Background: an optimization exercise with open tools, aiming at small area, a short achievable clock period and few clock cycles per item. Do not read the settings as production practice.
At most, simulation tests tie the RTL to the original design; equivalence was not proved.
No activity file was given, so power comes from the tool's default toggle rates.

// tpu_top
module tpu_top
(
        input  logic clk,
        input  logic rst_n,
        input  logic in_valid,
        input  logic [31:0] a,
        input  logic [31:0] b,
        input  logic out_ready,
        output logic in_ready,
        output logic [31:0] out,
        output logic out_valid,
        output logic done
);
        localparam int N = 4;
        localparam int W = 8;
        logic [1:0]     kin;             
        logic [N-1:0]   orow;            
        logic [N*W-1:0] obuf [1:N-1];    
        logic [N*W-1:0] acc0;            
        logic [N*W-1:0] c_row [1:N-1];   
        logic first, last, ob_free, xfer, in_fire, out_fire;
        assign first    = (kin == 2'd0);
        assign last     = (kin == 2'd3);
        assign ob_free  = !out_valid || (orow[N-1] && out_ready);
        assign in_ready = first ? (!orow[0] || out_ready) :
                          last  ? ob_free : 1'b1;
        assign in_fire  = in_valid && in_ready;
        assign xfer     = in_fire && last;
        assign out_valid = |orow;
        assign out_fire  = out_valid && out_ready;
        always_comb begin
                out = ~acc0 & {(N*W){orow[0]}};
                for (int r = 1; r < N; r++) begin
                        out = out | (~obuf[r] & {(N*W){orow[r]}});
                end
        end
        always_ff @(posedge clk or negedge rst_n) begin
                if (!rst_n) begin
                        kin  <= 2'd0;
                        orow <= '0;
                        done <= 1'b0;
                end else begin
                        done <= out_fire && orow[N-1];
                        if (in_fire) begin
                                kin <= kin + 2'd1;
                        end
  ...
Size in the first run: ~230 flip-flops, roughly 100 I/O pins, about 0.022 mm^2 of cells after synthesis.
export LEC_CHECK = 0
export CAP_MARGIN = 20
export CORE_MARGIN = 2
export CORE_UTILIZATION = 40
export PLACE_DENSITY = 0.6
export SETUP_SLACK_MARGIN = 1.0
export SLEW_MARGIN = 20
export SYNTH_HIERARCHICAL = 1
create_clock -name core_clock -period 5.0 [get_ports {clk}]
standard.sh (not shown) runs the stock make flow with config.mk's settings and CLKGATE_MAP_FILE= SYNTH_SCRIPT=/design/flow/synth_recipe.tcl, a recipe that flattens the netlist after the stock synthesis.
==> flow/flow/run.sh <==
#!/bin/bash
# The standard layout with two changes:
# - the port buffers that buffer_ports inserts are sky130_fd_sc_hd__buf_4 instead of the
#   library's default pick, so the input ports can drive their fanout; every port still
#   gets its own buffer;
# - synthesis is the standard flow's own script (synth_recipe.tcl) except that Yosys's synth skips its
#   generic ABC pass (-noabc), so the full and half adders written in the RTL reach
#   extract_fa as written instead of re-expressed with inverters. Everything else (the
#   -nofsm -noshare synth, flattening, renaming, flip-flop mapping and the final ABC
#   mapping) is unchanged, so the registers are the standard synthesis's.
set -euo pipefail
sed '1s/.*/proc synth {args} { yosys synth -nofsm -noshare -noabc {*}$args }/' \
        synth_recipe.tcl > noabc_synth.tcl
sed "s#SYNTH_SCRIPT=[^ ]*#SYNTH_SCRIPT=$PWD/noabc_synth.tcl#" standard.sh > standard_noabc.sh
export BUFFER_PORTS_ARGS="-buffer_cell sky130_fd_sc_hd__buf_4"
bash standard_noabc.sh > standard.log 2>&1
Testbench counts at the start, summed over its fixed seeds: cycles 1,320, jobs 320.
Then changed:
--- a/flow/flow/run.sh
+++ b/flow/flow/run.sh
@@ -1,5 +1,5 @@
 #!/bin/bash
 # The standard layout with two changes:
-# - the port buffers that buffer_ports inserts are sky130_fd_sc_hd__buf_4 instead of the
+# - the port buffers that buffer_ports inserts are sky130_fd_sc_hd__buf_8 instead of the
 #   library's default pick, so the input ports can drive their fanout; every port still
 #   gets its own buffer;
@@ -13,4 +13,4 @@
         synth_recipe.tcl > noabc_synth.tcl
 sed "s#SYNTH_SCRIPT=[^ ]*#SYNTH_SCRIPT=$PWD/noabc_synth.tcl#" standard.sh > standard_noabc.sh
-export BUFFER_PORTS_ARGS="-buffer_cell sky130_fd_sc_hd__buf_4"
+export BUFFER_PORTS_ARGS="-buffer_cell sky130_fd_sc_hd__buf_8"
 bash standard_noabc.sh > standard.log 2>&1
Hold slack degrades by 48 ps.
Final area rises by a few percent.
Register-to-register slack hardly moves.
Clock-buffer cell count falls by 7.
Routed wire length is about the same.
Synthesized area does not change.
Sequential power stays flat.

========
P:
Another version of the RTL of tpu_top (not shown whole).
For scale: ~2500 cells after synthesis, ~260 flip-flops, about 100 I/O pins, roughly 26000 sq um of cells after synthesis.
clock: 5.0 ns
lec_check: 0
cap_margin: 20
core_margin: 2
core_utilization: 65
place_density: 0.8
setup_slack_margin: 1.0
slew_margin: 20
run.sh (not shown) runs the stock make flow with config.mk's settings and CLKGATE_MAP_FILE= SYNTH_SCRIPT=/design/flow/synth_recipe.tcl, a recipe that flattens the netlist after the stock synthesis.
Stock flow here: none of the scripts above is used.
diff inputs: P => Q
diff --git a/flow/config.mk b/flow/config.mk
--- a/flow/config.mk
+++ b/flow/config.mk
@@ -10,2 +10,2 @@
-export CORE_UTILIZATION = 65
-export PLACE_DENSITY = 0.8
+export CORE_UTILIZATION = 40
+export PLACE_DENSITY = 0.6
### Flow results
Relative slew slack in Q is 19 points below P. Per the comparison of Q with P, core outline area climbed about 60%; stage delay of the slowest cell on the critical path climbed 240 ps. Sequential fraction of total cell area ends up lower on Q. The first-pass detailed-route iteration total of Q falls short of that of P by 3. Re slew at the pin closest to its max-slew limit: P and Q aren't equal, and the higher value belongs to Q. Lower post-layout total power among P and Q: P.
No run of this note included a check of the RTL's function; only the layout flow was run.

========
Setup of run 1:
Another version of the RTL of tpu_top (not shown whole).
For scale: ~2200 cells after synthesis, ~230 flip-flops, roughly 100 I/O pins, roughly 24000 µm² of cells after synthesis.
==> flow/config.mk <==
export PLATFORM = sky130hd
export DESIGN_NAME = tpu_top
export DESIGN_NICKNAME = tpu_top
export VERILOG_FILES = /design/flow/design.v
export SDC_FILE = /design/flow/constraint.sdc
export NUM_CORES = 4
export LEC_CHECK = 0
export CAP_MARGIN = 20
export CORE_MARGIN = 2
export CORE_UTILIZATION = 40
export PLACE_DENSITY = 0.6
export SETUP_SLACK_MARGIN = 1.0
export SLEW_MARGIN = 20
==> flow/constraint.sdc <==
create_clock -name core_clock -period 5.0 [get_ports {clk}]
set_input_delay 1.0000 -clock core_clock [delete_from_list [all_inputs] [get_ports {clk}]]
set_output_delay 1.0000 -clock core_clock [all_outputs]
set_load 0.01 [all_outputs]
standard.sh (not shown) runs the stock make flow with config.mk's settings and CLKGATE_MAP_FILE= SYNTH_SCRIPT=/design/flow/synth_recipe.tcl, a recipe that flattens the netlist after the stock synthesis.
==> flow/flow/run.sh <==
#!/bin/bash
# The standard layout with two changes:
# - the port buffers that buffer_ports inserts are sky130_fd_sc_hd__buf_4 instead of the
#   library's default pick, so the input ports can drive their fanout; every port still
#   gets its own buffer;
# - synthesis is the standard flow's own script (synth_recipe.tcl) except that Yosys's synth skips its
#   generic ABC pass (-noabc), so the full and half adders written in the RTL reach
#   extract_fa as written instead of re-expressed with inverters. Everything else (the
#   -nofsm -noshare synth, flattening, renaming, flip-flop mapping and the final ABC
#   mapping) is unchanged, so the registers are the standard synthesis's.
set -euo pipefail
sed '1s/.*/proc synth {args} { yosys synth -nofsm -noshare -noabc {*}$args }/' \
        synth_recipe.tcl > noabc_synth.tcl
sed "s#SYNTH_SCRIPT=[^ ]*#SYNTH_SCRIPT=$PWD/noabc_synth.tcl#" standard.sh > standard_noabc.sh
export BUFFER_PORTS_ARGS="-buffer_cell sky130_fd_sc_hd__buf_4"
bash standard_noabc.sh > standard.log 2>&1
Run 1 | stages: all done | timing, DRC, antenna: all pass
Testbench counts of run 1, summed over its fixed seeds: cycles 1,328, jobs 320.
Here is what was changed in the inputs of run 2 compared with run 1.
==> flow/run.sh (new file) <==
#!/bin/bash
# synth_recipe.tcl (not shown) runs the flow's synth.tcl, then flattens the netlist and writes it again
# the make line also repeats each setting of config.mk as NAME=value (left out here)
make -C /OpenROAD-flow-scripts/flow DESIGN_CONFIG=/design/flow/config.mk WORK_HOME=/design/flow/orfs CLKGATE_MAP_FILE= SYNTH_SCRIPT=/design/flow/synth_recipe.tcl finish
removed: flow/flow/run.sh
removed: flow/standard.sh
[summary]
- Against run 1, the final cell area of run 2 is higher.
- Higher count of multi-input gates among run 2 and run 1: run 2
- | setup slack after layout | lower: run 2 |
- Route | run 2 vs run 1 | wire longer in run 2
- On run 2: core box area is about 2.6% higher than what run 1 gave.
For run 3, these inputs were changed with respect to run 2:
# run 2
export LEC_CHECK = 0
export CAP_MARGIN = 20
export CORE_MARGIN = 2
export CORE_UTILIZATION = 40
export PLACE_DENSITY = 0.6
export SETUP_SLACK_MARGIN = 1.0
export SLEW_MARGIN = 20
create_clock -name core_clock -period 5.0 [get_ports {clk}]
# run 3
export LEC_CHECK = 0
export CAP_MARGIN = 20
export CORE_MARGIN = 2
export CORE_UTILIZATION = 40
export CTS_BUF_LIST = sky130_fd_sc_hd__clkbuf_8
export PLACE_DENSITY = 0.6
export SETUP_SLACK_MARGIN = 1.0
export SLEW_MARGIN = 20
create_clock -name core_clock -period 5.0 [get_ports {clk}]
==> flow/flow/run.sh (new file) <==
#!/bin/bash
# The standard layout, with the port buffers that buffer_ports inserts made of
# sky130_fd_sc_hd__buf_2 instead of the library's default pick, so the input
# ports can drive their fanout; every port still gets its own buffer.
set -euo pipefail
export BUFFER_PORTS_ARGS="-buffer_cell sky130_fd_sc_hd__buf_2"
bash standard.sh > standard.log 2>&1
==> flow/standard.sh (new file) <==
#!/bin/bash
# synth_recipe.tcl (not shown) runs the flow's synth.tcl, then flattens the netlist and writes it again
# the make line also repeats each setting of config.mk as NAME=value (left out here)
make -C /OpenROAD-flow-scripts/flow DESIGN_CONFIG=/design/flow/config.mk WORK_HOME=/design/flow/orfs CLKGATE_MAP_FILE= SYNTH_SCRIPT=/design/flow/synth_recipe.tcl "${@:-finish}"
removed: flow/run.sh
Run 3 ends up with lower final critical delay including setup and external delays than run 2 does.
Diff run 2 -> run 3 | cell area | decrease of about 8%
Diff run 2 -> run 3 | number of instances in the placed design | decrease of 1.4%
Run 3 has completed all stages; timing, DRC and antenna checks passed.
Pre-CTS setup slack: lower on run 2
Between run 3 and run 2, it is run 3 whose post-layout total power is lower, by about 5%.
> inputs changed (run 3 -> run 4)
--- a/flow/flow/run.sh
+++ b/flow/flow/run.sh
@@ -3 +3 @@
-# sky130_fd_sc_hd__buf_2 instead of the library's default pick, so the input
+# sky130_fd_sc_hd__buf_4 instead of the library's default pick, so the input
@@ -6 +6 @@
-export BUFFER_PORTS_ARGS="-buffer_cell sky130_fd_sc_hd__buf_2"
+export BUFFER_PORTS_ARGS="-buffer_cell sky130_fd_sc_hd__buf_4"
==> comparison <==
Run 4 reached the final stage; the timing, DRC and antenna checks on its layout passed.
A worst setup path startpoint of a[17] is what run 4 shows, while b[1] belongs to run 3.
Flop-to-flop setup slack, run 3 and run 4, lower one = run 3.
Per the comparison of run 4 with run 3, fmax went up 5.6%, worst setup margin went up 210 ps, first-pass GRT wire length went down about 1%.
Run 4 vs run 3 on clock network power share: run 4 is the lower one.
Re area growth from synthesis to layout: run 3 and run 4 aren't equal, and the higher value belongs to run 4.
Relative to run 4, the following input files were edited for run 5:
# run 4
export LEC_CHECK = 0
export CAP_MARGIN = 20
export CORE_MARGIN = 2
export CORE_UTILIZATION = 40
export CTS_BUF_LIST = sky130_fd_sc_hd__clkbuf_8
export PLACE_DENSITY = 0.6
export SETUP_SLACK_MARGIN = 1.0
export SLEW_MARGIN = 20
create_clock -name core_clock -period 5.0 [get_ports {clk}]
# run 5
export LEC_CHECK = 0
export CAP_MARGIN = 20
export CORE_MARGIN = 2
export CORE_UTILIZATION = 40
export PLACE_DENSITY = 0.6
export SETUP_SLACK_MARGIN = 1.5
export SLEW_MARGIN = 20
create_clock -name core_clock -period 5.0 [get_ports {clk}]
Notes after the runs:
Both conditions hold for run 5: the flow ran to the end and the final layout passed the timing, DRC and antenna checks.
Layout-stage area growth over the synthesis result: run 5 > run 4
Design internal power: run 5 higher than run 4
Compared with run 4, run 5 shows a higher peak ir drop on the vdd network.
Run 5 falls short of run 4 in total power.
In run 5, post-route minimum period is lower than in run 4.
Re number of setup violations in the final report: no difference whatsoever between run 5 and run 4.
In the route summary, run 5 ends up with a via count exceeding that of run 4.
Run 4 → run 5: met1 wire length moved up, endpoint arrival time on the critical path moved down, relative slew slack moved up.

## what the ideal ports hide
The results above use ideal ports. As a check the final layouts listed here were re-extracted and re-timed, cells and wires unchanged.
Step 1 sets driving cells, clkbuf_16 on the clock port and buf_2 on the other inputs (assumed; they add their load-dependent delay and slew).
Step 2 adds t to the input delays and takes it off the output delays; t is the mean of the earliest and latest rising clock arrival at the registers after step 1. Input paths then give back, and output paths get back, about the clock's delay inside the block.
Slacks: ideal ports / drivers / drivers and shift; pairs: ideal ports / drivers.
run	t, ns	slack for setup (ns)	worst slew at a driven data input, ns
the first run of note 1	0.621	1.059 / 1.086 / 0.465	0.06
the second run of note 1	0.626	1.100 / 1.100 / 0.672	0.07
P	0.652	0.971 / 1.005 / 0.353	0.08
Q	0.607	1.012 / 1.047 / 0.440	0.10
run 1	0.659	1.279 / 1.271 / 0.612	0.09
run 2	0.646	0.975 / 0.967 / 0.356	0.06
run 3	0.678	1.073 / 1.067 / 0.389	0.10
run 4	0.679	1.282 / 1.299 / 0.619	0.08
run 5	0.647	1.466 / 1.371 / 0.723	0.25
After both steps setup and hold are still met in every run listed. For run 5, which loses most, drivers alone change the setup slack by -0.095 ns; drivers and shift together by -0.743 ns.
